What follows belongs to an exercise in optimizing a design on an open flow for small area; a production flow would make more cautious choices.
Only simulation tests tie the RTL to the original design; equivalence was not proved.
No driver is modelled on the clock port, so clocking that relies on it looks cheaper here than on a real chip.

==> flow/flow/run.sh <==
#!/bin/bash
# The standard layout, with two changes:
#  - synthesis: ORFS's synth.tcl without the full/half adder extraction, and
#    abc mapping with flow/abc.script (area oriented) instead of ORFS's speed
#    script; registers are mapped exactly as in the standard synthesis
#  - CTS: the arguments in flow/cts_args.txt (smaller clock buffers, no dummy
#    loads)
#  - port buffers: every input and output port still gets its own buffer, a
#    buf_1 instead of the larger cell buffer_ports picks by default
# Each tool's output: flow.log (make), orfs/logs/ (per step), patch.log.
set -euo pipefail
W=$(pwd)
python3 flow/patch_synth.py "$FLOW_HOME/scripts/synth.tcl" "$W/synth_patched.tcl" "$W/flow/abc.script" > patch.log 2>&1
sed "s#\$::env(SCRIPTS_DIR)/synth.tcl#$W/synth_patched.tcl#" synth_recipe.tcl > my_synth.tcl
grep -q synth_patched my_synth.tcl
sed "s#SYNTH_SCRIPT=[^ ]*#SYNTH_SCRIPT=$W/my_synth.tcl#" standard.sh > my_standard.sh
grep -q "SYNTH_SCRIPT=$W/my_synth.tcl" my_standard.sh
export CTS_ARGS="$(cat flow/cts_args.txt)"
export BUFFER_PORTS_ARGS="-buffer_cell sky130_fd_sc_hd__buf_1"
echo "CTS_ARGS=$CTS_ARGS BUFFER_PORTS_ARGS=$BUFFER_PORTS_ARGS" > cts_args.log
bash my_standard.sh > flow.log 2>&1
==> flow/flow/abc.script <==
strash
&get -n
&fraig -x
&put
scorr
dc2
strash
&get -n
&deepsyn -T 120
&put
strash
dch -f
amap
==> flow/flow/cts_args.txt <==
-sink_clustering_enable -repair_clock_nets -dont_use_dummy_load -root_buf sky130_fd_sc_hd__clkbuf_16 -buf_list {sky130_fd_sc_hd__clkbuf_4 sky130_fd_sc_hd__clkbuf_8}
==> flow/flow/patch_synth.py <==
# Writes a copy of ORFS's synth.tcl that leaves adders to abc (no extract_fa)
# and maps with the abc script given (area oriented) instead of ORFS's
# speed script. Registers are mapped exactly as in the standard synthesis.
import sys
src, dst, script = sys.argv[1], sys.argv[2], sys.argv[3]
s = open(src).read()
a = """if {
  [env_var_exists_and_non_empty ADDER_MAP_FILE] &&"""
assert s.count(a) == 1, "adder block not found"
s = s.replace(a, """if { 0 &&
  [env_var_exists_and_non_empty ADDER_MAP_FILE] &&""")
b = "  log_cmd abc {*}$abc_args\n"
assert s.count(b) == 1, "abc call not found"
s = s.replace(b, "  log_cmd abc -script " + script + " {*}$lib_args {*}$lib_dont_use_args\n")
open(dst, "w").write(s)
print("patched", src, "->", dst)
==> flow/standard.sh <==
#!/bin/bash
# synth_recipe.tcl (not shown) runs the flow's synth.tcl, then flattens the netlist and writes it again
# the make line also repeats each setting of config.mk as NAME=value (left out here)
make -C /OpenROAD-flow-scripts/flow DESIGN_CONFIG=/design/flow/config.mk WORK_HOME=/design/flow/orfs CLKGATE_MAP_FILE= SYNTH_SCRIPT=/design/flow/synth_recipe.tcl "${@:-finish}"
==> flow/config.mk <==
export PLATFORM = sky130hd
export DESIGN_NAME = game_2048_top
export DESIGN_NICKNAME = game_2048_top
export VERILOG_FILES = /design/flow/design.v
export SDC_FILE = /design/flow/constraint.sdc
export NUM_CORES = 4
export LEC_CHECK = 0
export CAP_MARGIN = 10
export CORE_MARGIN = 2
export CORE_UTILIZATION = 55
export GPL_TIMING_DRIVEN = 1
export PLACE_DENSITY = 0.6
export SLEW_MARGIN = 10
==> flow/constraint.sdc <==
create_clock -name core_clock -period 32.0 [get_ports {clk}]
set_input_delay 6.4000 -clock core_clock [delete_from_list [all_inputs] [get_ports {clk}]]
set_output_delay 6.4000 -clock core_clock [all_outputs]
set_load 0.01 [all_outputs]
==> flow/design.v <==
`timescale 1ns/100ps
package game_pkg;
  localparam int pad_bits = 12;               
  localparam int spawn_four_limit = 230;      
  localparam logic [7:0] lfsr_seed = 8'h69;
  localparam logic [3:0] max_tile = 4'd11;    
  localparam int btn_up    = 7;
  localparam int btn_down  = 6;
  localparam int btn_left  = 5;
  localparam int btn_right = 4;
  localparam logic [5:0] border_rgb = 6'b10_10_10;   
endpackage
`timescale 1ns/100ps
module pad_receiver (
  input  logic clk,
  input  logic rst_n,
  input  logic pmod_data,
  input  logic pmod_clk,
  input  logic pmod_latch,
  output logic [11:0] shift_reg,    
  output logic latch_rise           
);
  logic [1:0] data_sync;
  logic [1:0] clk_sync;
  logic [1:0] latch_sync;
  logic clk_prev;
  logic latch_prev;
  logic clk_rise;
  always_ff @(posedge clk or negedge rst_n) begin
    if (!rst_n) begin
      data_sync  <= 2'b11;
      clk_sync   <= 2'b11;
      latch_sync <= 2'b11;
      clk_prev   <= 1'b1;
      latch_prev <= 1'b1;
    end else begin
      data_sync  <= {data_sync[0], pmod_data};
      clk_sync   <= {clk_sync[0], pmod_clk};
      latch_sync <= {latch_sync[0], pmod_latch};
      clk_prev   <= clk_sync[1];
      latch_prev <= latch_sync[1];
    end
  end
  assign clk_rise   = clk_sync[1] & ~clk_prev;
  assign latch_rise = latch_sync[1] & ~latch_prev;
  always_ff @(posedge clk or negedge rst_n) begin
    if (!rst_n) begin
      shift_reg <= '1;
    end else if (clk_rise) begin
      shift_reg <= {shift_reg[10:0], data_sync[1]};
    end
  end
endmodule
`timescale 1ns/100ps
module move_detect (
  input  logic clk,
  input  logic rst_n,
  input  logic [11:0] shift_reg,
  input  logic latch_rise,
  output logic strobe,
  output logic [1:0] dir      
);
  logic [3:0] pad_dir;    
  logic [3:0] press;
  logic pend;
  assign press = shift_reg[7:4] & ~pad_dir & {4{~&shift_reg}};
  always_ff @(posedge clk or negedge rst_n) begin
    if (!rst_n) begin
      pad_dir <= 4'hf;
      pend    <= 1'b0;
      strobe  <= 1'b0;
      dir     <= 2'd0;
    end else begin
      pend   <= latch_rise & (|press);
      strobe <= pend;
      if (latch_rise) begin
        pad_dir <= shift_reg[7:4];
        dir     <= press[3] ? 2'd0 : press[2] ? 2'd1 : press[1] ? 2'd2 : 2'd3;
      end
    end
  end
endmodule
`timescale 1ns/100ps
module slide_line (
  input  logic [15:0] a,
  input  logic hold,         
  output logic [15:0] o,
  output logic chg           
);
  logic [3:0] a0, a1, a2, a3;
  logic n0, n1, n2, n3;
  logic [3:0] b0, b1, b2, b3;
  logic [3:0] p0, p1, p2, p3;
  logic two, one;
  logic m0, m1, m23;
  logic gap;
  assign {a3, a2, a1, a0} = a;
  assign n0 = hold | (|a0);
  assign n1 = hold | (|a1);
  assign n2 = hold | (|a2);
  assign n3 = hold | (|a3);
  assign b0 = n0 ? a0 : a1;
  assign b1 = n0 ? a1 : 4'd0;
  assign b2 = n2 ? a2 : a3;
  assign b3 = n2 ? a3 : 4'd0;
  assign two = n0 & n1;
  assign one = n0 ^ n1;
  assign p0 = (n0 | n1) ? b0 : b2;
  assign p1 = two ? b1 : one ? b2 : b3;
  assign p2 = two ? b2 : one ? b3 : 4'd0;
  assign p3 = two ? b3 : 4'd0;
  assign m0  = !hold && (p0 == p1) && (p1 != 4'd0) && !(p0[3] & p0[1] & p0[0]);
  assign m1  = !hold && !m0 && (p1 == p2) && (p2 != 4'd0) && !(p1[3] & p1[1] & p1[0]);
  assign m23 = !hold && !m1 && (p2 == p3) && (p3 != 4'd0) && !(p2[3] & p2[1] & p2[0]);
  assign o[3:0]   = p0 + {3'd0, m0};
  assign o[7:4]   = m0 ? p2 + {3'd0, m23} : p1 + {3'd0, m1};
  assign o[11:8]  = m0 ? (m23 ? 4'd0 : p3) : m1 ? p3 : p2 + {3'd0, m23};
  assign o[15:12] = (m0 | m1 | m23) ? 4'd0 : p3;
  assign gap = (!n0 & (n1 | n2 | n3)) | (!n1 & (n2 | n3)) | (!n2 & n3);
  assign chg = gap | m0 | m1 | m23;
endmodule
module board_engine (
  input  logic clk,
  input  logic rst_n,
  input  logic strobe,
  input  logic [1:0] dir,            
  output logic [63:0] board,         
  output logic [1:0] orient
);
  function automatic int turn(input int g, input int a, input int b);
    int x, y;
    x = (g >= 2) ? b : a;
    y = (g >= 2) ? a : b;
    if (g % 2 == 1) begin
      x = 3 - x;
      y = 3 - y;
    end
    turn = x*4 + y;
  endfunction
  logic hold;
  logic [1:0] g;
  logic [15:0] line_in [4];
  logic [15:0] line_out [4];
  logic [3:0] line_chg;
  logic changed;
  logic [7:0] lfsr;
  assign hold = !(strobe && !changed);
  assign g = hold ? 2'd0 : (orient ^ dir);
  always_comb begin
    for (int j = 0; j < 4; j++) begin
      for (int i = 0; i < 4; i++) begin
        case (g)
          2'd0:    line_in[j][i*4 +: 4] = board[turn(0, j, i)*4 +: 4];
          2'd1:    line_in[j][i*4 +: 4] = board[turn(1, j, i)*4 +: 4];
          2'd2:    line_in[j][i*4 +: 4] = board[turn(2, j, i)*4 +: 4];
          default: line_in[j][i*4 +: 4] = board[turn(3, j, i)*4 +: 4];
        endcase
      end
    end
  end
  for (genvar j = 0; j < 4; j++) begin : g_line
    slide_line u_line (
      .a    (line_in[j]),
      .hold (hold),
      .o    (line_out[j]),
      .chg  (line_chg[j])
    );
  end
  logic [15:0] empty;            
  logic [2:0] q0, q1, q2, q3;    
  logic [3:0] c8lo;
  logic [3:0] n;                 
  logic [3:0] target;
  logic [3:0] pos;               
  always_comb begin
    for (int x = 0; x < 4; x++) begin
      for (int y = 0; y < 4; y++) begin
        case (orient)
          2'd0:    empty[x*4+y] = (board[turn(0, x, y)*4 +: 4] == 4'd0);
          2'd1:    empty[x*4+y] = (board[turn(1, x, y)*4 +: 4] == 4'd0);
          2'd2:    empty[x*4+y] = (board[turn(2, x, y)*4 +: 4] == 4'd0);
          default: empty[x*4+y] = (board[turn(3, x, y)*4 +: 4] == 4'd0);
        endcase
      end
    end
  end
  assign q0 = {2'd0, empty[0]} + {2'd0, empty[1]} + {2'd0, empty[2]} + {2'd0, empty[3]};
  assign q1 = {2'd0, empty[4]} + {2'd0, empty[5]} + {2'd0, empty[6]} + {2'd0, empty[7]};
  assign q2 = {2'd0, empty[8]} + {2'd0, empty[9]} + {2'd0, empty[10]} + {2'd0, empty[11]};
  assign q3 = {2'd0, empty[12]} + {2'd0, empty[13]} + {2'd0, empty[14]} + {2'd0, empty[15]};
  assign c8lo = {1'b0, q0} + {1'b0, q1};
  assign n = c8lo + {1'b0, q2} + {1'b0, q3};
  function automatic logic [3:0] mod_step(input logic [3:0] r, input logic b, input logic [3:0] d);
    logic [4:0] rb;
    logic [5:0] diff;
    rb = {r, b};
    diff = {1'b0, rb} - {2'b0, d};
    mod_step = diff[5] ? rb[3:0] : diff[3:0];
  endfunction
  always_comb begin : mod_n
    logic [3:0] r;
    r = (lfsr[7] && n != 4'd1) ? 4'd1 : 4'd0;
    for (int k = 6; k >= 0; k--) r = mod_step(r, lfsr[k], n);
    target = r;
  end
  always_comb begin : pick
    logic [3:0] t1;
    logic [2:0] t2;
    logic [1:0] t3;
    logic [2:0] c4;
    logic [3:0] col;
    logic [1:0] c2;
    logic [1:0] pair;
    pos[3] = (target >= c8lo);
    t1 = pos[3] ? target - c8lo : target;
    c4 = pos[3] ? q2 : q0;
    pos[2] = ({1'b0, t1} >= {2'b0, c4});
    t2 = pos[2] ? t1[2:0] - c4 : t1[2:0];
    col = empty[{pos[3], pos[2]}*4 +: 4];
    c2 = {1'b0, col[0]} + {1'b0, col[1]};
    pos[1] = ({1'b0, t2} >= {2'b0, c2});
    t3 = pos[1] ? t2[1:0] - c2 : t2[1:0];
    pair = pos[1] ? col[3:2] : col[1:0];
    pos[0] = pair[0] ? t3[0] : 1'b1;
  end
  logic [3:0] spos;
  always_comb begin
    spos = orient[1] ? {pos[1:0], pos[3:2]} : pos;
    if (orient[0]) spos = ~spos;
  end
  logic [1:0] spawn_bits;
  logic [15:0] hit;
  assign spawn_bits = (lfsr < 8'd230) ? 2'b01 : 2'b10;
  assign hit = 16'd1 << spos;
  always_ff @(posedge clk or negedge rst_n) begin
    if (!rst_n) begin
      lfsr             <= game_pkg::lfsr_seed;
      changed          <= 1'b0;
      orient           <= 2'd0;
      board            <= '0;
      board[5*4 +: 4]  <= 4'd1;    
      board[10*4 +: 4] <= 4'd1;
    end else begin
      lfsr    <= {lfsr[6:0], lfsr[7] ^ lfsr[5] ^ lfsr[4] ^ lfsr[3]};
      changed <= |line_chg;
      if (!hold) orient <= dir;
      for (int j = 0; j < 4; j++) begin
        for (int i = 0; i < 4; i++) begin
          board[(j*4+i)*4 +: 4] <= line_out[j][i*4 +: 4] |
                                   {2'b00, {2{changed & hit[j*4+i]}} & spawn_bits};
        end
      end
    end
  end
endmodule
`timescale 1ns/100ps
module vga_timing (
  input  logic clk,
  input  logic rst_n,
  output logic [2:0] hc,
  output logic [7:0] hx,
  output logic [2:0] vc,
  output logic [6:0] vy
);
  logic h_wrap;
  logic line_end;
  logic v_wrap;
  assign h_wrap   = (hx == 8'd159);
  assign line_end = h_wrap && (hc == 3'd4);
  assign v_wrap   = (vc == 3'd4) ? (vy == 7'd44) : (vy == 7'd119);
  always_ff @(posedge clk or negedge rst_n) begin
    if (!rst_n) begin
      hc <= '0;
      hx <= '0;
      vc <= '0;
      vy <= '0;
    end else begin
      if (h_wrap) begin
        hx <= '0;
        hc <= (hc == 3'd4) ? 3'd0 : hc + 3'd1;
      end else begin
        hx <= hx + 8'd1;
      end
      if (line_end) begin
        if (v_wrap) begin
          vy <= '0;
          vc <= (vc == 3'd4) ? 3'd0 : vc + 3'd1;
        end else begin
          vy <= vy + 7'd1;
        end
      end
    end
  end
endmodule
`timescale 1ns/100ps
module tile_renderer (
  input  logic clk,
  input  logic rst_n,
  input  logic [2:0] hc,
  input  logic [7:0] hx,
  input  logic [2:0] vc,
  input  logic [6:0] vy,
  input  logic [63:0] board,    
  input  logic [1:0] orient,
  output logic hsync,
  output logic vsync,
  output logic [1:0] red,
  output logic [1:0] green,
  output logic [1:0] blue
);
  logic active;
  logic border;
  logic [3:0] tile;
  logic [5:0] colour;
  logic pix_hsync;
  logic pix_vsync;
  assign active = !hc[2] && !vc[2];
  assign border = (hx < 8'd4) || (vy < 7'd4) ||
                  (hc == 3'd3 && hx >= 8'd156) || (vc == 3'd3 && vy >= 7'd116);
  logic [3:0] scell;
  always_comb begin
    scell = orient[1] ? {vc[1:0], hc[1:0]} : {hc[1:0], vc[1:0]};
    if (orient[0]) scell = ~scell;
  end
  assign tile   = board[scell*4 +: 4];
  assign pix_hsync = !(hc == 3'd4 && hx >= 8'd16 && hx < 8'd112);
  assign pix_vsync = !(vc == 3'd4 && vy >= 7'd10 && vy < 7'd12);
  function automatic logic [5:0] palette(input logic [3:0] t);
    case (t)
      4'd0:    palette = 6'b00_00_00;
      4'd1:    palette = 6'b11_00_00;
      4'd2:    palette = 6'b11_10_00;
      4'd3:    palette = 6'b11_11_00;
      4'd4:    palette = 6'b10_11_00;
      4'd5:    palette = 6'b00_11_00;
      4'd6:    palette = 6'b00_11_10;
      4'd7:    palette = 6'b00_11_11;
      4'd8:    palette = 6'b00_00_11;
      4'd9:    palette = 6'b11_00_11;
      4'd10:   palette = 6'b11_01_11;
      4'd11:   palette = 6'b11_11_11;
      default: palette = 6'b00_00_00;
    endcase
  endfunction
  always_comb begin
    if (!active) colour = '0;
    else if (border) colour = game_pkg::border_rgb;
    else colour = palette(tile);
  end
  always_ff @(posedge clk or negedge rst_n) begin
    if (!rst_n) begin
      red   <= 2'b00;
      green <= 2'b00;
      blue  <= 2'b00;
      hsync <= 1'b1;
      vsync <= 1'b1;
    end else begin
      red   <= colour[5:4];
      green <= colour[3:2];
      blue  <= colour[1:0];
      hsync <= pix_hsync;
      vsync <= pix_vsync;
    end
  end
endmodule
`timescale 1ns/100ps
module game_2048_top (
  input  logic clk,
  input  logic rst_n,
  input  logic pmod_data,
  input  logic pmod_clk,
  input  logic pmod_latch,
  output logic hsync,
  output logic vsync,
  output logic [1:0] red,
  output logic [1:0] green,
  output logic [1:0] blue
);
  logic [11:0] shift_reg;
  logic latch_rise;
  logic strobe;
  logic [1:0] dir;
  logic [63:0] board;
  logic [1:0] orient;
  logic [2:0] hc;
  logic [7:0] hx;
  logic [2:0] vc;
  logic [6:0] vy;
  pad_receiver pad_i (
    .clk        (clk),
    .rst_n      (rst_n),
    .pmod_data  (pmod_data),
    .pmod_clk   (pmod_clk),
    .pmod_latch (pmod_latch),
    .shift_reg  (shift_reg),
    .latch_rise (latch_rise)
  );
  move_detect move_i (
    .clk        (clk),
    .rst_n      (rst_n),
    .shift_reg  (shift_reg),
    .latch_rise (latch_rise),
    .strobe     (strobe),
    .dir        (dir)
  );
  board_engine board_i (
    .clk    (clk),
    .rst_n  (rst_n),
    .strobe (strobe),
    .dir    (dir),
    .board  (board),
    .orient (orient)
  );
  vga_timing timing_i (
    .clk   (clk),
    .rst_n (rst_n),
    .hc    (hc),
    .hx    (hx),
    .vc    (vc),
    .vy    (vy)
  );
  tile_renderer render_i (
    .clk   (clk),
    .rst_n (rst_n),
    .hc    (hc),
    .hx    (hx),
    .vc    (vc),
    .vy    (vy),
    .board (board),
    .orient(orient),
    .hsync (hsync),
    .vsync (vsync),
    .red   (red),
    .green (green),
    .blue  (blue)
  );
endmodule
==> results of run 1 <==
area by class of cell:
class	count	share of cell area, %
flip-flops and latches	132	31.5
clock buffers	17	2.31
inverters	157	5.55
well taps	229	2.70
repair buffers	27	1.52
multi-input cells	1075	56.4
placed cells by master, fill, tap and decap left out, types with 24 or more instances in the layout:
cell type / n
a21oi_1: 94
clkinv_1: 157
dfrtp_1: 100
dfstp_2: 32
nand2_1: 109
nor2_1: 238
nor3_1: 36
o21ai_0: 126
o221ai_1: 26
o22a_1: 68
o22ai_1: 150
or2_0: 24
worst max-delay path: cells and delay by family, from the launching register on:
family,cells,cell delay [ns]
AO/OA/AOI/OAI,46,10.65
buffers and inverters,7,2.31
flip-flops,1,0.70
AND/OR/NAND/NOR,30,4.24
per-stage QoR:
stage | setup WS [ns] | hold slack, ns
4_1_cts | 14.21 | 0.359
3_5_place_dp | 14.26 | 0.337
6_report | 13.91 | 0.359
2_1_floorplan | 16.61 | 0.331
5_1_grt | 11.38 | 0.364
3_3_place_gp | 15.07 | 0.335
cells by family after synthesis:
logic type	Yosys count	share of synthesized area, %
flops	132	33.7
compound gates	581	38.3
simple gates	494	22.0
buf+inv	157	5.94
how the worst min path moves through the flow:
stage               slack, ns                  to  cells after the start
floorplan                0.33       move_i.strobe                      0
global placement         0.34       move_i.strobe                      0
detailed placement       0.34       move_i.strobe                      0
CTS                      0.36  pad_i.data_sync[1]                      0
global route             0.36   pad_i.clk_sync[1]                      0
finish                   0.36       move_i.strobe                      0
layer usage:
layer  vias up  track usage, %  share of wire, %  wire (µm)
met3       122            8.52               9.9       3300
met4         0            15.1               4.7       1580
met1      5035            47.1                43      14200
met5         -               0                 0          0
met2       655            51.8                43      14200
li1       5259               -                 -          -
==> notes.md, run 1 <==
final hold vios 0; most frequent CP cell nor2_1; Max Cap Viol 0; via count 11100; R2R Setup Slk 13.91 ns; Max Slew Vio Count 0; Root Driver clkbuf_16; Period minus WS final 18.09 ns; Fin Setup TNS 0 ns; Clock H-tree levels 4; reg2reg start board_i.orient[0]; status finished clean; worst setup path class reg -> reg; DRC violations left 0; n_diodes 0; First-pass DRT Iterations 9; CTS Buffer Depth 2; kind of end point of the critical path register; postcts setup bufs 0; library cells used by synthesis 43; antenna viol nets, final 0; register area 3340 µm²; vias in the first global route 9835; Die Wd 138 µm; fin crit share 56.5%; crit path max fanout 24; Main synth FF type dfrtp_1; Setup crit start kind register; Crit path largest cell delay 0.82 ns; clk_skew 0.0324 ns; Worst-Skew Late Latency 0.38 ns; hold_buf cts 0; share of layout cells above drive strength 1 4.76%; worst slew pin tran 1.20 ns; Design Area, Final 10600 µm²; # IOs 13; die footprint 19100 µm²; Commonest cells post-synth 240 x nor2_1, 157 x clkinv_1, 150 x o22ai_1; Worst path slowest cell o21ai_0; worst relative slew slack 18.1%; initial core utilization 55.6%; drt initial violations 1490; Yosys top cell by area dfrtp_1; Post-Syn Area 9920 µm²; wire per inst 20.4 µm; CORE AREA 17800 µm²; Tot GR Track Use 34.4%; Final setup viols 0; placed cells 1620; critical path arrival 18.27 ns; HPWL Detailed 25300 µm; Worst EP required 32.18 ns; Post-synth EDFFs 0; Synth Warn # 8; grt ovf 0; Post-Place Cell Area 10400 µm²; largest net degree at the start of global routing 71; post-synth top area share 25.2%; count leader, synth nor2_1; first-pass GRT wire length 52400 µm; HP Start move_i.pend; max reg flops 64; crit path launch board_i.orient[0]; Multi-input gate area 5990 µm²; Sink Count 132; setup repair after global routing missed its margin no; cell depth of the worst flop-to-flop path 83; Final GP Congestion 1.09; cts repair resizes 0; Die Y 138 µm; syn avg cell area 7.27 µm²; asr flop ratio synth 100%; sequential-to-total area share from yosys stat 33.7%; clock-pin slew on the worst setup and hold paths 0.06 ns; Routed WL 33300 µm; post-route core utilization 59.5%; Fmax 55.3 MHz; fin cells 1637; vias per cell 6.76; Worst R2R End board_i.board[37]; Setup crit end board_i.board[37]; CTS tree yes; Num CTS Buffers 17; HP Class reg -> reg; area delta synth->final 7.04%; Final nets 1415; port bufs 12; row cnt 49; top area cells in the synthesized netlist dfrtp_1 25%, o22ai_1 9.5%, nor2_1 9.1%; initial antenna violation count 0; Fillers 1680; synthesized flop and latch total 132; gate count after technology mapping 1364; syn nets 1369
==> inputs of run 2 (changes only) <==
==> flow/flow/cts_args.txt (replaced) <==
-sink_clustering_enable -repair_clock_nets -dont_use_dummy_load -root_buf sky130_fd_sc_hd__clkbuf_16 -buf_list sky130_fd_sc_hd__clkbuf_16 -sink_clustering_size 30 -sink_clustering_max_diameter 120
--- a/flow/config.mk
+++ b/flow/config.mk
@@ -8,6 +8,6 @@
 export CAP_MARGIN = 10
 export CORE_MARGIN = 2
-export CORE_UTILIZATION = 55
-export GPL_TIMING_DRIVEN = 1
-export PLACE_DENSITY = 0.6
+export CORE_UTILIZATION = 40
+export GPL_TIMING_DRIVEN = 0
+export PLACE_DENSITY = 0.45
 export SLEW_MARGIN = 10
==> run 2 against run 1 <==
Wire length is 8.5% higher. Worst hold slack worse by 0.029 ns. Die area is 36% higher. Global-route usage is 6.4 points lower. Non-clock buffer count is 5 lower. Flip-flop and latch count stayed put. Design area is 3.3% higher. Critical endpoint is now board_i.board[36].
==> notes.md, run 2 <==
crit path launch board_i.orient[0]; hold_buf cts 0 (unchanged); Yosys top cell by area dfrtp_1; Worst path slowest cell o21ai_0; most frequent CP cell nor2_1; area delta synth->final 10.6%; status finished clean; vias per cell 6.28 (-7.2%); Hold Slack 0.331 ns (-0.0289 ns); Worst R2R End board_i.board[36]; crit path max fanout 24 (unchanged); clk_skew 0.0296 ns (-0.00282 ns); Die Y 161 µm (+17%); most common cell after layout, fill and taps aside nor2_1; worst hold path stage count 0 (unchanged); Worst Hold Path EP move_i.strobe; syn nets 1369 (unchanged); max reg flops 64 (unchanged); Worst EP required 32.23 ns (+0.05 ns); gate count after technology mapping 1364 (unchanged); HPWL Detailed 28000 µm (+11%); Routed WL 36100 µm (+8.5%); Fillers 2511 (+49%); HP Start move_i.pend; Multi-input gate area 6010 µm² (+0.31%); Num CTS Buffers 17 (unchanged); fin worst setup slack 12.75 ns (-1.16 ns); via count 10800 (-2.1%); Max Slew Vio Count 0 (unchanged); DRC violations left 0 (unchanged); initial antenna violation count 1 (+1); worst slew pin tran 1.17 ns (-0.0298 ns); share of layout cells above drive strength 1 4.63% (-0.13 points); register area 3340 µm² (unchanged); initial core utilization 40.8% (-15 points); Sink Count 132 (unchanged); Tot GR Track Use 28.0% (-6.4 points); asr flop ratio synth 100% (unchanged); Crit path largest cell delay 0.89 ns (+0.07 ns); row cnt 57 (+16%); Synth Warn # 8 (unchanged); HP Class reg -> reg; cell depth of the worst flop-to-flop path 85 (+2.4%); antenna viol nets, final 0 (unchanged); library cells used by synthesis 43 (unchanged); Root Driver clkbuf_16; syn avg cell area 7.27 µm² (unchanged); Post-synth EDFFs 0 (unchanged); most frequent cells in the layout 238 x nor2_1, 156 x clkinv_1, 149 x o22ai_1, 125 x o21ai_0, 109 x nand2_1; reg2reg start board_i.orient[0]; die footprint 26100 µm² (+36%); Die Wd 161 µm (+17%); fin crit share 60.2% (+3.6 points); drt initial violations 1014 (-32%); Final nets 1410 (-0.35%); cts repair resizes 0 (unchanged); setup repair after global routing missed its margin no; First-pass DRT Iterations 7 (-2); n_diodes 0 (unchanged); postcts setup bufs 0 (unchanged); Final setup viols 0 (unchanged); count leader, synth nor2_1; worst relative slew slack 22.0% (+3.9 points); largest net degree at the start of global routing 49 (-31%); sequential-to-total area share from yosys stat 33.7% (unchanged); top area cells in the synthesized netlist dfrtp_1 25%, o22ai_1 9.5%, nor2_1 9.1%; R2R Setup Slk 12.75 ns (-1.16 ns); CORE AREA 24300 µm² (+36%); # IOs 13 (unchanged); final hold vios 0 (unchanged); CTS tree yes; post-synth top area share 25.2% (unchanged); Max Cap Viol 0 (unchanged); Post-Syn Area 9920 µm² (unchanged); Setup crit start kind register; kind of end point of the critical path register; Fin Setup TNS 0 ns (unchanged); critical path arrival 19.49 ns (+1.22 ns); DP Worst Slack 12.79 ns (-1.46 ns); vias in the first global route 9892 (+0.58%); grt ovf 0 (unchanged); Clock H-tree levels 4 (unchanged); worst setup path class reg -> reg; CTS Buffer Depth 2 (unchanged); first-pass GRT wire length 56800 µm (+8.4%); Fmax 51.9 MHz (-6.0%); Worst-Skew Late Latency 0.43 ns (+0.05 ns); Commonest cells post-synth 240 x nor2_1, 157 x clkinv_1, 150 x o22ai_1; wire per inst 20.9 µm (+2.9%); clock-pin slew on the worst setup and hold paths 0.06 ns (about the same); Final GP Congestion 1.00 (-8.0%); Period minus WS final 19.25 ns (+1.16 ns); synthesized flop and latch total 132 (unchanged); port bufs 12 (unchanged); Main synth FF type dfrtp_1
run 2: cell counts after synthesis:
No cell type changed its count.
run 2: final cells by class:
| cell class | instances | area share (%) |
|---|---|---|
| Inverter | 157 | 5.37 |
| Multi-Input combinational cell | 1075 | 54.8 |
| Timing Repair Buffer | 22 | 1.76 |
| Clock buffer | 17 | 3.88 |
| Tap cell | 324 | 3.70 |
| Sequential cell | 132 | 30.5 |
run 2: routing by layer:
metal  track usage (%)  up-vias  part of all wire, %  routed length (µm)
met3              4.08       78                  6.5                2340
met2              43.8      399                   45               16100
met5                 0        -                    0                   0
li1                  -     5279                    -                   -
met1              39.7     5088                   46               16600
met4              9.50        0                  3.1                1100
run 2: how the worst max path moves through the flow:
| stage | endpoint | cells past startpoint | slack (ns) |
|---|---|---|---|
| finish | board_i.board[36] | 85 | 12.75 |
| global route | board_i.board[36] | 90 | 10.06 |
| CTS | board_i.board[36] | 83 | 12.74 |
| detailed placement | board_i.board[36] | 83 | 12.79 |
| global placement | board_i.board[36] | 85 | 12.88 |
| floorplan | board_i.board[37] | 88 | 16.61 |
run 2: worst max-delay path: cells and delay by family (launching register included):
kind	cells	cell delay (ns)
simple gates	31	4.23
compound gates	46	11.32
flops	1	0.72
buf+inv	8	2.74
run 2: logic make-up after synthesis:
| family | synth area share (%) |
|---|---|
| buffers and inverters | 5.94 |
| and+or+nand+nor | 22.0 |
| AOI/OAI and AO/OA | 38.3 |
| DFF | 33.7 |
run 2: metrics by stage:
stage	area, µm²	instances	util [%]
CTS	11000	1726	45.1
global placement	10400	1700	42.6
global route	11000	1727	45.1
finish	11000	1727	45.1
floorplan	9920	1364	-
detailed placement	10500	1709	43.3
==> inputs of run 3 (changes only) <==
--- a/flow/design.v
+++ b/flow/design.v
@@ -27,7 +27,9 @@
   logic latch_prev;
   logic clk_rise;
+  always_ff @(posedge clk) begin
+    data_sync <= {data_sync[0], pmod_data};
+  end
   always_ff @(posedge clk or negedge rst_n) begin
     if (!rst_n) begin
-      data_sync  <= 2'b11;
       clk_sync   <= 2'b11;
       latch_sync <= 2'b11;
@@ -35,5 +37,4 @@
       latch_prev <= 1'b1;
     end else begin
-      data_sync  <= {data_sync[0], pmod_data};
       clk_sync   <= {clk_sync[0], pmod_clk};
       latch_sync <= {latch_sync[0], pmod_latch};
@@ -70,5 +71,4 @@
       pend    <= 1'b0;
       strobe  <= 1'b0;
-      dir     <= 2'd0;
     end else begin
       pend   <= latch_rise & (|press);
@@ -76,8 +76,12 @@
       if (latch_rise) begin
         pad_dir <= shift_reg[7:4];
-        dir     <= press[3] ? 2'd0 : press[2] ? 2'd1 : press[1] ? 2'd2 : 2'd3;
       end
     end
   end
+  always_ff @(posedge clk) begin
+    if (latch_rise) begin
+      dir <= press[3] ? 2'd0 : press[2] ? 2'd1 : press[1] ? 2'd2 : 2'd3;
+    end
+  end
 endmodule
 `timescale 1ns/100ps
==> flow/flow/cts_args.txt (replaced) <==
-sink_clustering_enable -repair_clock_nets -dont_use_dummy_load -root_buf sky130_fd_sc_hd__clkbuf_16 -buf_list sky130_fd_sc_hd__clkbuf_8
==> run 3 against run 2 <==
Still clean on timing, DRC and antenna. Clock-buffer cell count did not move. Area after synthesis rose by 1.8%. Global-route usage grew 0.87 points. Critical path type unchanged. Largest cell class unchanged. Highest routed layer unchanged.
==> notes.md, run 3 <==
Final setup viols 0 (unchanged); via count 11200 (+3.0%); Die Y 163 µm (+0.88%); # IOs 13 (unchanged); Met2 Wirelength 17300 µm (+7.1%); Sink Count 132 (unchanged); vias per cell 6.21 (-1.1%); cts repair resizes 0 (unchanged); n_diodes 0 (unchanged); Final nets 1474 (+4.5%); Num CTS Buffers 17 (unchanged); top area cells in the synthesized netlist dfrtp_1 24%, nor2_1 11%, o22ai_1 8.9%; Commonest cells post-synth 286 x nor2_1, 199 x clkinv_1, 144 x o22ai_1; Worst EP required 32.28 ns (+0.05 ns); clk_skew 0.0396 ns (+0.0100 ns); Crit path largest cell delay 0.92 ns (+0.03 ns); crit path max fanout 22 (-8.3%); share of layout cells above drive strength 1 4.16% (-0.47 points); HP Class reg -> reg; synthesized flop and latch total 132 (unchanged); grt ovf 0 (unchanged); sequential-to-total area share from yosys stat 33.1% (-0.63 points); CTS Buffer Depth 2 (unchanged); Fillers 2615 (+4.1%); hold_buf cts 0 (unchanged); most frequent CP cell nor2_1; Tot GR Track Use 28.9% (+0.87 points); status finished clean; Final GP Congestion 1.03 (+2.7%); syn nets 1436 (+4.9%); Die Wd 163 µm (+0.88%); setup repair after global routing missed its margin no; count leader, synth nor2_1; met3 WL 2620 µm (+12%); most common cell after layout, fill and taps aside nor2_1; Routed WL 38200 µm (+5.8%); DRC violations left 0 (unchanged); Max Cap Viol 0 (unchanged); initial antenna violation count 0 (-1); worst setup path class reg -> reg; vias in the first global route 10100 (+1.8%); Period minus WS final 18.67 ns (-0.579 ns); First-pass DRT Iterations 8 (+1); Root Driver clkbuf_16; kind of end point of the critical path register; Clock H-tree levels 4 (unchanged); final hold vios 0 (unchanged); port bufs 12 (unchanged); Fmax 53.6 MHz (+3.1%); Setup crit start kind register; register area 3340 µm² (about the same); clock-pin slew on the worst setup and hold paths 0.10 ns (+0.04 ns); syn avg cell area 7.06 µm² (-3.0%); asr flop ratio synth 97.0% (-3.0 points); library cells used by synthesis 46 (+7.0%); Worst-Skew Late Latency 0.39 ns (-0.04 ns); Max Used Layer met4; postcts setup bufs 0 (unchanged); DRT met1 WL 17300 µm (+4.4%); Yosys top cell by area dfrtp_1; fin crit share 58.3% (-1.8 points); first-pass GRT wire length 58700 µm (+3.5%); Main synth FF type dfrtp_1; initial core utilization 40.5% (-0.33 points); wire per inst 21.3 µm (+1.7%); CORE AREA 25000 µm² (+2.6%); Multi-input gate area 6040 µm² (+0.46%); drt initial violations 1298 (+28%); die footprint 26500 µm² (+1.8%); Max Slew Vio Count 0 (unchanged); HPWL Detailed 29900 µm (+6.8%); critical path arrival 18.95 ns (-0.54 ns); row cnt 58 (+1.8%); Post-synth EDFFs 2 (+2); post-synth top area share 24.3% (-0.95 points); most frequent cells in the layout 283 x nor2_1, 199 x clkinv_1, 144 x o22ai_1, 120 x o21ai_0, 119 x a21oi_1; Synth Warn # 8 (unchanged); antenna viol nets, final 0 (unchanged); Fin Setup TNS 0 ns (unchanged); gate count after technology mapping 1431 (+4.9%); largest net degree at the start of global routing 37 (-24%); Worst path slowest cell a21oi_1; CTS tree yes; Post-Syn Area 10100 µm² (+1.8%); post-route core utilization 43.8% (-1.3 points); worst relative slew slack 20.5% (-1.5 points); worst slew pin tran 1.19 ns (+0.0247 ns); area delta synth->final 8.36%; max reg flops 64 (unchanged)
[run 3: cell count changes after synthesis, sizes merged, moves of 6 or more]
cell,delta
a2111oi,+11
a211oi,+7
a21oi,+25
a221o,+6
a221oi,+9
clkinv,+42
nand2,-16
nor2,+46
o21a,-11
o21ai,-6
o22a,-38
o22ai,-6
o31ai,-6
or3,+10
[run 3: routing by layer]
| layer | up-vias | global-route usage [%] |
|---|---|---|
| met5 | - | 0 |
| met4 | 0 | 8.89 |
| met3 | 67 | 4.48 |
| met2 | 400 | 45.7 |
| met1 | 5270 | 40.6 |
| li1 | 5427 | - |
[run 3: final cells by class]
cell class	instances	share of cell area (%)
multi-input cells	1100	55.2
flip-flops and latches	132	30.5
inverters	199	6.83
well taps	330	3.77
clock buffers	17	2.24
repair buffers	19	1.46
[run 3: final timing paths]
check / endpoint / depth (start not counted) / slack (ns) / startpoint
worst max register to register: board_i.board[41] / 86 / 13.33 / board_i.orient[0]
worst min register to register: pad_i.data_sync[1] / 0 / 0.31 / pad_i.data_sync[0]
max in group asynchronous: board_i.board[18] / 3 / 25.05 / rst_n
worst min-delay path: pad_i.data_sync[1] / 0 / 0.31 / pad_i.data_sync[0]
min in group asynchronous: timing_i.hx[1] / 1 / 6.04 / rst_n
worst max-delay path: board_i.board[41] / 86 / 13.33 / board_i.orient[0]
[run 3: stage by stage]
step                setup WS (ns)  cells  hold WS [ns]  area [µm²]
finish                      13.33   1797         0.313       10900
global route                11.07   1797         0.325       10900
CTS                         13.43   1797         0.315       10900
floorplan                   17.49   1431         0.310       10100
global placement            13.65   1773         0.314       10600
detailed placement          13.45   1780         0.317       10700
[run 3: critical path, delay by kind of cell, from the launching register on]
| family | cells | cell delay, ns |
|---|---|---|
| compound gates | 41 | 10.06 |
| buf+inv | 8 | 2.61 |
| flops | 1 | 0.70 |
| simple gates | 37 | 5.17 |
[run 3: cell families (layout without fill, tap and decap cells)]
kind of cell | Yosys count | in the layout | share of synthesized area [%]
buffers and inverters | 199 | 235 | 7.40
AND/OR/NAND/NOR | 523 | 523 | 22.6
AO/OA/AOI/OAI | 574 | 574 | 36.6
flip-flops | 132 | 132 | 33.1
XOR/XNOR | 3 | 3 | 0.260
==> inputs of run 4 (changes only) <==
--- a/flow/design.v
+++ b/flow/design.v
@@ -22,9 +22,10 @@
 );
   logic [1:0] data_sync;
-  logic [1:0] clk_sync;
-  logic [1:0] latch_sync;
-  logic clk_prev;
-  logic latch_prev;
+  logic [1:0] clk_sync_n;
+  logic [1:0] latch_sync_n;
+  logic clk_prev_n;
+  logic latch_prev_n;
   logic clk_rise;
+  logic [11:0] shift_reg_n;
   always_ff @(posedge clk) begin
     data_sync <= {data_sync[0], pmod_data};
@@ -32,24 +33,25 @@
   always_ff @(posedge clk or negedge rst_n) begin
     if (!rst_n) begin
-      clk_sync   <= 2'b11;
-      latch_sync <= 2'b11;
-      clk_prev   <= 1'b1;
-      latch_prev <= 1'b1;
+      clk_sync_n   <= 2'b00;
+      latch_sync_n <= 2'b00;
+      clk_prev_n   <= 1'b0;
+      latch_prev_n <= 1'b0;
     end else begin
-      clk_sync   <= {clk_sync[0], pmod_clk};
-      latch_sync <= {latch_sync[0], pmod_latch};
-      clk_prev   <= clk_sync[1];
-      latch_prev <= latch_sync[1];
+      clk_sync_n   <= {clk_sync_n[0], ~pmod_clk};
+      latch_sync_n <= {latch_sync_n[0], ~pmod_latch};
+      clk_prev_n   <= clk_sync_n[1];
+      latch_prev_n <= latch_sync_n[1];
     end
   end
-  assign clk_rise   = clk_sync[1] & ~clk_prev;
-  assign latch_rise = latch_sync[1] & ~latch_prev;
+  assign clk_rise   = ~clk_sync_n[1] & clk_prev_n;
+  assign latch_rise = ~latch_sync_n[1] & latch_prev_n;
   always_ff @(posedge clk or negedge rst_n) begin
     if (!rst_n) begin
-      shift_reg <= '1;
+      shift_reg_n <= '0;
     end else if (clk_rise) begin
-      shift_reg <= {shift_reg[10:0], data_sync[1]};
+      shift_reg_n <= {shift_reg_n[10:0], ~data_sync[1]};
     end
   end
+  assign shift_reg = ~shift_reg_n;
 endmodule
 `timescale 1ns/100ps
@@ -62,11 +64,11 @@
   output logic [1:0] dir      
 );
-  logic [3:0] pad_dir;    
+  logic [3:0] pad_dir_n;  
   logic [3:0] press;
   logic pend;
-  assign press = shift_reg[7:4] & ~pad_dir & {4{~&shift_reg}};
+  assign press = shift_reg[7:4] & pad_dir_n & {4{~&shift_reg}};
   always_ff @(posedge clk or negedge rst_n) begin
     if (!rst_n) begin
-      pad_dir <= 4'hf;
+      pad_dir_n <= 4'h0;
       pend    <= 1'b0;
       strobe  <= 1'b0;
@@ -75,5 +77,5 @@
       strobe <= pend;
       if (latch_rise) begin
-        pad_dir <= shift_reg[7:4];
+        pad_dir_n <= ~shift_reg[7:4];
       end
     end
==> flow/flow/run.sh (replaced) <==
#!/bin/bash
# The standard layout, with these changes:
#  - synthesis: ORFS's synth.tcl without the full/half adder extraction, and
#    abc mapping with each flow/abc_*.script (area oriented), keeping the
#    smallest result, instead of ORFS's speed script; registers are
#    mapped exactly as in the standard synthesis
#  - CTS: the arguments in flow/cts_args.txt (small clock buffers, no dummy
#    loads); flow/post_cts.tcl then upsizes the leaf buffers that drive many
#    flip-flops
#  - port buffers: every input and output port still gets its own buffer, a
#    buf_1 instead of the larger cell buffer_ports picks by default
# Each tool's output: flow.log (make), orfs/logs/ (per step), patch.log.
set -euo pipefail
W=$(pwd)
python3 flow/patch_synth.py "$FLOW_HOME/scripts/synth.tcl" "$W/synth_patched.tcl" "$W/flow" > patch.log 2>&1
sed "s#\$::env(SCRIPTS_DIR)/synth.tcl#$W/synth_patched.tcl#" synth_recipe.tcl > my_synth.tcl
grep -q synth_patched my_synth.tcl
sed "s#SYNTH_SCRIPT=[^ ]*#SYNTH_SCRIPT=$W/my_synth.tcl#" standard.sh > my_standard.sh
grep -q "SYNTH_SCRIPT=$W/my_synth.tcl" my_standard.sh
export CTS_ARGS="$(cat flow/cts_args.txt)"
export POST_CTS_TCL="$W/flow/post_cts.tcl"
export BUFFER_PORTS_ARGS="-buffer_cell sky130_fd_sc_hd__buf_1"
echo "CTS_ARGS=$CTS_ARGS BUFFER_PORTS_ARGS=$BUFFER_PORTS_ARGS" > cts_args.log
bash my_standard.sh > flow.log 2>&1
==> flow/flow/abc_ds0.script (new file) <==
strash
&get -n
&fraig -x
&put
scorr
dc2
strash
&get -n
&deepsyn -T 90 -S 0
&put
strash
dch -f
amap
==> flow/flow/abc_ds1.script (new file) <==
strash
&get -n
&fraig -x
&put
scorr
dc2
strash
&get -n
&deepsyn -T 90 -S 1
&put
strash
dch -f
amap
==> flow/flow/abc_ds2.script (new file) <==
strash
&get -n
&fraig -x
&put
scorr
dc2
strash
&get -n
&deepsyn -T 90 -S 2
&put
strash
dch -f
amap
==> flow/flow/abc_ds3.script (new file) <==
strash
&get -n
&fraig -x
&put
scorr
dc2
strash
&get -n
&deepsyn -T 90 -S 3
&put
strash
dch -f
amap
==> flow/flow/cts_args.txt (replaced) <==
-sink_clustering_enable -repair_clock_nets -dont_use_dummy_load -root_buf sky130_fd_sc_hd__clkbuf_16 -buf_list sky130_fd_sc_hd__clkbuf_4
==> flow/flow/patch_synth.py (replaced) <==
# Writes a copy of ORFS's synth.tcl that
#  - leaves adders to abc (no extract_fa / adder map), and
#  - maps the logic with abc several times, with each of the scripts named
#    flow/abc_*.script (area oriented), and keeps the smallest result.
# Registers are mapped before abc, exactly as in the standard synthesis.
import sys, glob, os
src, dst, flowdir = sys.argv[1], sys.argv[2], sys.argv[3]
scripts = sorted(glob.glob(os.path.join(flowdir, "abc_*.script")))
assert scripts, "no abc scripts"
s = open(src).read()
a = """if {
  [env_var_exists_and_non_empty ADDER_MAP_FILE] &&"""
assert s.count(a) == 1, "adder block not found"
s = s.replace(a, """if { 0 &&
  [env_var_exists_and_non_empty ADDER_MAP_FILE] &&""")
b = "  log_cmd abc {*}$abc_args\n"
assert s.count(b) == 1, "abc call not found"
tcl = ["  design -save my_pre_abc",
       "  set my_best_area 1e30",
       "  set my_best_script {}",
       "  foreach my_script {%s} {" % " ".join(scripts),
       "    design -load my_pre_abc",
       "    log_cmd abc -script $my_script {*}$lib_args {*}$lib_dont_use_args",
       "    set my_stat [tee -q -s result.string stat {*}$lib_args]",
       "    regexp {Chip area for module [^:]*: ([0-9.eE+]+)} $my_stat -> my_area",
       "    puts \"abc script $my_script: area $my_area\"",
       "    if { $my_area < $my_best_area } {",
       "      set my_best_area $my_area",
       "      set my_best_script $my_script",
       "      design -save my_best",
       "    }",
       "  }",
       "  design -load my_best",
       "  puts \"kept abc script $my_best_script: area $my_best_area\"",
       ""]
s = s.replace(b, "\n".join(tcl))
open(dst, "w").write(s)
print("patched", src, "->", dst, "with", scripts)
==> flow/flow/post_cts.tcl (new file) <==
# Clock leaf buffers are clkbuf_4 (flow/cts_args.txt); the ones that drive
# many flip-flops are upsized to clkbuf_8, so that every flip-flop clock pin
# keeps a fast slew. Then the placement is legalized again.
set my_block [ord::get_db_block]
set my_resized 0
foreach my_inst [$my_block getInsts] {
  if { [[$my_inst getMaster] getName] ne "sky130_fd_sc_hd__clkbuf_4" } { continue }
  set my_out [$my_inst findITerm X]
  if { $my_out eq "NULL" } { continue }
  set my_net [$my_out getNet]
  if { $my_net eq "NULL" } { continue }
  if { [$my_net getSigType] ne "CLOCK" } { continue }
  set my_sinks [expr { [llength [$my_net getITerms]] - 1 }]
  if { $my_sinks >= 9 } {
    puts "post_cts: [$my_inst getName] drives $my_sinks pins ([$my_net getName]), now clkbuf_8"
    replace_cell [$my_inst getName] sky130_fd_sc_hd__clkbuf_8
    incr my_resized
  }
}
puts "post_cts: upsized $my_resized clock buffers"
if { $my_resized > 0 } {
  detailed_placement
  check_placement -verbose
}
--- a/flow/config.mk
+++ b/flow/config.mk
@@ -8,6 +8,6 @@
 export CAP_MARGIN = 10
 export CORE_MARGIN = 2
-export CORE_UTILIZATION = 40
-export GPL_TIMING_DRIVEN = 0
-export PLACE_DENSITY = 0.45
+export CORE_UTILIZATION = 55
+export GPL_TIMING_DRIVEN = 1
+export PLACE_DENSITY = 0.6
 export SLEW_MARGIN = 10
removed: flow/flow/abc.script
==> run 4 against run 3 <==
Non-clock buffer count grew 5. Worst hold slack gained 0.019 ns. Die area is 28% lower. Sequential share of layout area grew 0.81 points. Clock-buffer cell count unchanged. Wire length down 5.0%. Critical path depth fell by 5. Critical endpoint is now board_i.board[21]. Largest cell class unchanged.
==> notes.md, run 4 <==
first-pass GRT wire length 57300 µm (-2.5%); final hold vios 0 (unchanged); placed cells 1637 (-8.0%); Post-synth EDFFs 2 (unchanged); status finished clean; most flop-heavy register board_i.board; Setup crit start kind register; most frequent cells in the layout 265 x nor2_1, 177 x o22ai_1, 154 x clkinv_1, 125 x o21ai_0, 120 x dfrtp_1; worst relative slew slack 19.7% (-0.85 points); critical path arrival 18.26 ns (-0.69 ns); clock-pin slew on the worst setup and hold paths 0.07 ns (-0.03 ns); Sink Count 132 (unchanged); Fmax 55.6 MHz (+3.8%); sequential-to-total area share from yosys stat 33.2% (+0.17 points); reg2reg start board_i.orient[0]; Max Slew Vio Count 0 (unchanged); row cnt 49 (-16%); Crit path largest cell delay 0.71 ns (-0.21 ns); HP Class reg -> reg; gate count after technology mapping 1384 (-3.3%); Routed WL 36300 µm (-5.0%); DP Worst Slack 14.43 ns (+0.978 ns); fin crit share 56.2% (-2.1 points); Final setup viols 0 (unchanged); vias per cell 6.96 (+12%); syn avg cell area 7.20 µm² (+2.0%); fin worst setup slack 14.01 ns (+0.680 ns); CTS tree yes; clk_skew 0.0359 ns (-0.00374 ns); crit path max fanout 26 (+18%); setup repair after global routing missed its margin no; Fin Setup TNS 0 ns (unchanged); Die Y 139 µm (-15%); Max Cap Viol 0 (unchanged); Die Wd 139 µm (-15%); Period minus WS final 17.99 ns (-0.680 ns); most common cell after layout, fill and taps aside nor2_1; Final GP Congestion 1.10 (+6.7%); Final nets 1432 (-2.8%); max reg flops 64 (unchanged); largest net degree at the start of global routing 70 (+89%); Worst path slowest cell o21ai_0; DRC violations left 0 (unchanged); fin cells 1655 (-7.9%); Yosys top cell by area dfrtp_1; library cells used by synthesis 54 (+17%); Worst EP required 32.27 ns (about the same); area delta synth->final 6.13%; HP Start pad_i.data_sync[0]; First-pass DRT Iterations 12 (+4); # IOs 13 (unchanged); Synth Warn # 8 (unchanged); die footprint 19200 µm² (-28%); via count 11500 (+3.2%); post-synth top area share 30.1% (+5.9 points); count leader, synth nor2_1; drt initial violations 1817 (+40%); crit path launch board_i.orient[0]; wire per inst 22.0 µm (+3.1%); initial core utilization 55.9% (+15 points); grt ovf 0 (unchanged); kind of end point of the critical path register; syn nets 1389 (-3.3%); asr flop ratio synth 97.0% (unchanged); vias in the first global route 10600 (+5.3%); port bufs 12 (unchanged); HPWL Detailed 26800 µm (-10%); Commonest cells post-synth 265 x nor2_1, 177 x o22ai_1, 154 x clkinv_1; Worst-Skew Late Latency 0.39 ns (about the same); most frequent CP cell nor2_1; Fillers 1668 (-36%); CORE AREA 17800 µm² (-29%); Main synth FF type dfrtp_1; initial antenna violation count 0 (unchanged); share of layout cells above drive strength 1 2.67% (-1.5 points); worst setup path class reg -> reg; Post-Syn Area 9960 µm² (-1.3%); antenna viol nets, final 0 (unchanged); top area cells in the synthesized netlist dfrtp_1 30%, o22ai_1 11%, nor2_1 10%; worst slew pin tran 1.19 ns (+0.00167 ns); synthesized flop and latch total 132 (unchanged); Tot GR Track Use 37.5% (+8.6 points)
-- run 4: cell count changes after synthesis, moves of 9 or more --
cell      delta
nand4_1      -9
or4_1       +11
o22ai_1     +33
dfstp_2     -22
a21oi_1     -29
nor2_1      -21
dfrtp_1     +22
o22a_1      +14
clkinv_1    -45
a221oi_1    -10
-- run 4: layout make-up --
class | count | area [µm²] | share of cell area, %
Tap cell | 229 | 287 | 2.71
Sequential cell | 132 | 3310 | 31.3
Clock buffer | 17 | 183 | 1.73
Inverter | 154 | 578 | 5.47
Multi-Input combinational cell | 1098 | 6070 | 57.4
Antenna cell | 1 | 2.50 | 0.0237
Timing Repair Buffer | 24 | 139 | 1.31
-- run 4: worst paths after layout --
kind | endpoint | slack [ns] | depth (start not counted)
hold / removal | pad_i.data_sync[1] | 0.33 | 0
setup reg to reg | board_i.board[21] | 14.01 | 81
setup / recovery | board_i.board[21] | 14.01 | 81
hold reg to reg | pad_i.data_sync[1] | 0.33 | 0
min in group asynchronous | timing_i.vy[3] | 6.18 | 1
max in group asynchronous | board_i.board[49] | 24.49 | 2
-- run 4: metrics by stage --
stage               instance area, µm²  utilization [%]  hold WS (ns)
detailed placement               10400             58.2         0.319
global route                     10600             59.3         0.348
global placement                 10400             58.2         0.315
finish                           10600             59.3         0.332
floorplan                         9960                -         0.310
-- run 4: critical path: cells and delay by family, from the launching register on --
family / cells / cell delay, ns
xor+xnor: 1 / 0.22
simple gates: 30 / 4.38
flops: 1 / 0.70
buf+inv: 8 / 2.44
compound gates: 42 / 10.16
-- run 4: kinds of logic (layout without fill, tap and decap cells) --
logic type                count (synthesis)  after routing  share of synthesized area [%]
AOI/OAI and AO/OA                       580            580                           37.6
xor gates and xnor gates                  4              4                          0.352
buffers and inverters                   154            195                           5.80
DFF                                     132            132                           33.2
other                                     0              1                              0
and+or+nand+nor                         514            514                           23.0
-- run 4: routing by layer --
metal	global-route usage (%)	vias to the layer above	routed length [µm]
met2	57.3	743	15600
met5	0.501	-	0
met4	16.6	0	2050
met1	49.1	5203	14500
met3	11.7	203	4250
li1	-	5370	-
==> inputs of run 5 (changes only) <==
==> flow/flow/abc_ds4.script (new file) <==
strash
&get -n
&fraig -x
&put
scorr
dc2
strash
&get -n
&deepsyn -T 90 -S 4
&put
strash
dch -f
amap
==> flow/flow/abc_ds5.script (new file) <==
strash
&get -n
&fraig -x
&put
scorr
dc2
strash
&get -n
&deepsyn -T 90 -S 5
&put
strash
dch -f
amap
==> flow/flow/abc_ds6.script (new file) <==
strash
&get -n
&fraig -x
&put
scorr
dc2
strash
&get -n
&deepsyn -T 90 -S 6
&put
strash
dch -f
amap
==> run 5 against run 4 <==
Synthesized cell count stayed put. Clock-buffer cell count is the same. Via count stayed put. Critical endpoint unchanged. Critical path type unchanged. Non-clock buffer count unchanged. Highest routed layer unchanged.
==> notes.md, run 5 <==
status finished clean; vias per cell 6.96 (unchanged); port bufs 12 (unchanged); Period minus WS final 17.99 ns (unchanged); largest net degree at the start of global routing 70 (unchanged); Routed WL 36300 µm (unchanged); fin crit share 56.2% (unchanged); Post-Syn Area 9960 µm² (unchanged); kind of end point of the critical path register; worst relative slew slack 19.7% (unchanged); drt initial violations 1817 (unchanged); Crit path largest cell delay 0.71 ns (about the same); Final nets 1432 (unchanged); initial antenna violation count 0 (unchanged); Main synth FF type dfrtp_1; grt ovf 0 (unchanged); First-pass DRT Iterations 12 (unchanged); synthesized flop and latch total 132 (unchanged); row cnt 49 (unchanged); final hold vios 0 (unchanged); max reg flops 64 (unchanged); top area cells in the synthesized netlist dfrtp_1 30%, o22ai_1 11%, nor2_1 10%; Max Slew Vio Count 0 (unchanged); CORE AREA 17800 µm² (unchanged); R2R Setup Slk 14.01 ns (about the same); Post-synth EDFFs 2 (unchanged); worst slew pin tran 1.19 ns (unchanged); DP Worst Slack 14.43 ns (unchanged); vias in the first global route 10600 (unchanged); Setup crit start kind register; Fillers 1668 (unchanged); Tot GR Track Use 37.5% (unchanged); asr flop ratio synth 97.0% (unchanged); library cells used by synthesis 54 (unchanged); Sink Count 132 (unchanged); most flop-heavy register board_i.board; fin worst setup slack 14.01 ns (unchanged); via count 11500 (unchanged); die footprint 19200 µm² (unchanged); critical path arrival 18.26 ns (about the same); wire per inst 22.0 µm (unchanged); area delta synth->final 6.13% (unchanged); HPWL Detailed 26800 µm (unchanged); count leader, synth nor2_1; Synth Warn # 8 (unchanged); Fmax 55.6 MHz (unchanged); initial core utilization 55.9% (unchanged); most common cell after layout, fill and taps aside nor2_1; Worst-Skew Late Latency 0.39 ns (about the same); first-pass GRT wire length 57300 µm (unchanged); Worst EP required 32.27 ns (about the same); DRC violations left 0 (unchanged); post-route core utilization 59.3% (unchanged); antenna viol nets, final 0 (unchanged); Yosys top cell by area dfrtp_1; most frequent cells in the layout 265 x nor2_1, 177 x o22ai_1, 154 x clkinv_1, 125 x o21ai_0, 120 x dfrtp_1; most frequent CP cell nor2_1; clock-pin slew on the worst setup and hold paths 0.07 ns (about the same); Worst path slowest cell o21ai_0; syn nets 1389 (unchanged); Multi-input gate area 6070 µm² (unchanged); Max Cap Viol 0 (unchanged); share of layout cells above drive strength 1 2.67% (unchanged); Die Wd 139 µm (unchanged); clk_skew 0.0359 ns (unchanged); Final setup viols 0 (unchanged); syn avg cell area 7.20 µm² (unchanged); post-synth top area share 30.1% (unchanged); Die Y 139 µm (unchanged); register area 3310 µm² (unchanged); sequential-to-total area share from yosys stat 33.2% (unchanged); HP Class reg -> reg; # IOs 13 (unchanged); crit path max fanout 26 (unchanged); setup repair after global routing missed its margin no; CTS tree yes; Fin Setup TNS 0 ns (unchanged); worst setup path class reg -> reg; Commonest cells post-synth 265 x nor2_1, 177 x o22ai_1, 154 x clkinv_1; gate count after technology mapping 1384 (unchanged); Final GP Congestion 1.10 (unchanged)
run 5: cell counts in the layout (fill, tap and decap cells not counted):
No cell type changed its count.
run 5: area by class of cell:
cell class	instances	area share [%]
diodes	1	0.0237
clock buffers	17	1.73
inverters	154	5.47
multi-input cells	1098	57.4
flip-flops and latches	132	31.3
well taps	229	2.71
repair buffers	24	1.31
run 5: cell families (layout without fill, tap and decap cells):
logic type / Yosys count / in the layout / share of synthesized area (%)
AOI/OAI and AO/OA: 580 / 580 / 37.6
xor gates and xnor gates: 4 / 4 / 0.352
buffers and inverters: 154 / 195 / 5.80
DFF: 132 / 132 / 33.2
other: 0 / 1 / 0
and+or+nand+nor: 514 / 514 / 23.0
run 5: path summary, 6_finish.rpt:
check	start	endpoint	cells past startpoint
max	board_i.orient[0]	board_i.board[21]	81
min	pad_i.data_sync[0]	pad_i.data_sync[1]	0
max reg2reg	board_i.orient[0]	board_i.board[21]	81
min reg2reg	pad_i.data_sync[0]	pad_i.data_sync[1]	0
max in group asynchronous	rst_n	board_i.board[49]	2
min in group asynchronous	rst_n	timing_i.vy[3]	1
run 5: metrics by stage:
step	instance area (µm²)	hold slack, ns	std cells
floorplan	9960	0.310	1384
global placement	10400	0.315	1637
detailed placement	10400	0.319	1637
global route	10600	0.348	1654
finish	10600	0.332	1655
run 5: critical path, delay by kind of cell (launching register included):
family | cells | cell delay [ns]
and+or+nand+nor | 30 | 4.38
AOI/OAI and AO/OA | 42 | 10.16
xor gates and xnor gates | 1 | 0.22
buffers and inverters | 8 | 2.44
DFF | 1 | 0.70
run 5: layer usage:
layer  GRT usage, %  vias to the layer above  wire [µm]
li1               -                     5370          -
met1           49.1                     5203      14500
met2           57.3                      743      15600
met3           11.7                      203       4250
met4           16.6                        0       2050
met5          0.501                        -          0

## what the ideal ports hide
How much do the figures lean on ideal ports? The routed layouts below were timed once more, with nothing changed but the port constraints. Step 1, drivers: a clkbuf_16 drives clk and a buf_2 each remaining input, both assumed. Step 2 also shifts input and output timing later by t, the mid clock arrival at the registers, as if the neighbouring blocks saw the same clock. a / b / c = ideal ports / drivers / drivers and shift; a / b = the first two.
run | t, ns | setup slack, ns | cell pins on the clock port's net
run 1 | 0.411 | 13.914 / 13.914 / 13.914 | 1
run 2 | 0.468 | 12.749 / 12.749 / 12.749 | 1
run 3 | 0.420 | 13.328 / 13.328 / 13.328 | 1
run 4 | 0.420 | 14.008 / 14.008 / 14.008 | 1
run 5 | 0.420 | 14.008 / 14.008 / 14.008 | 1
After both steps setup and hold are still met in every run listed.
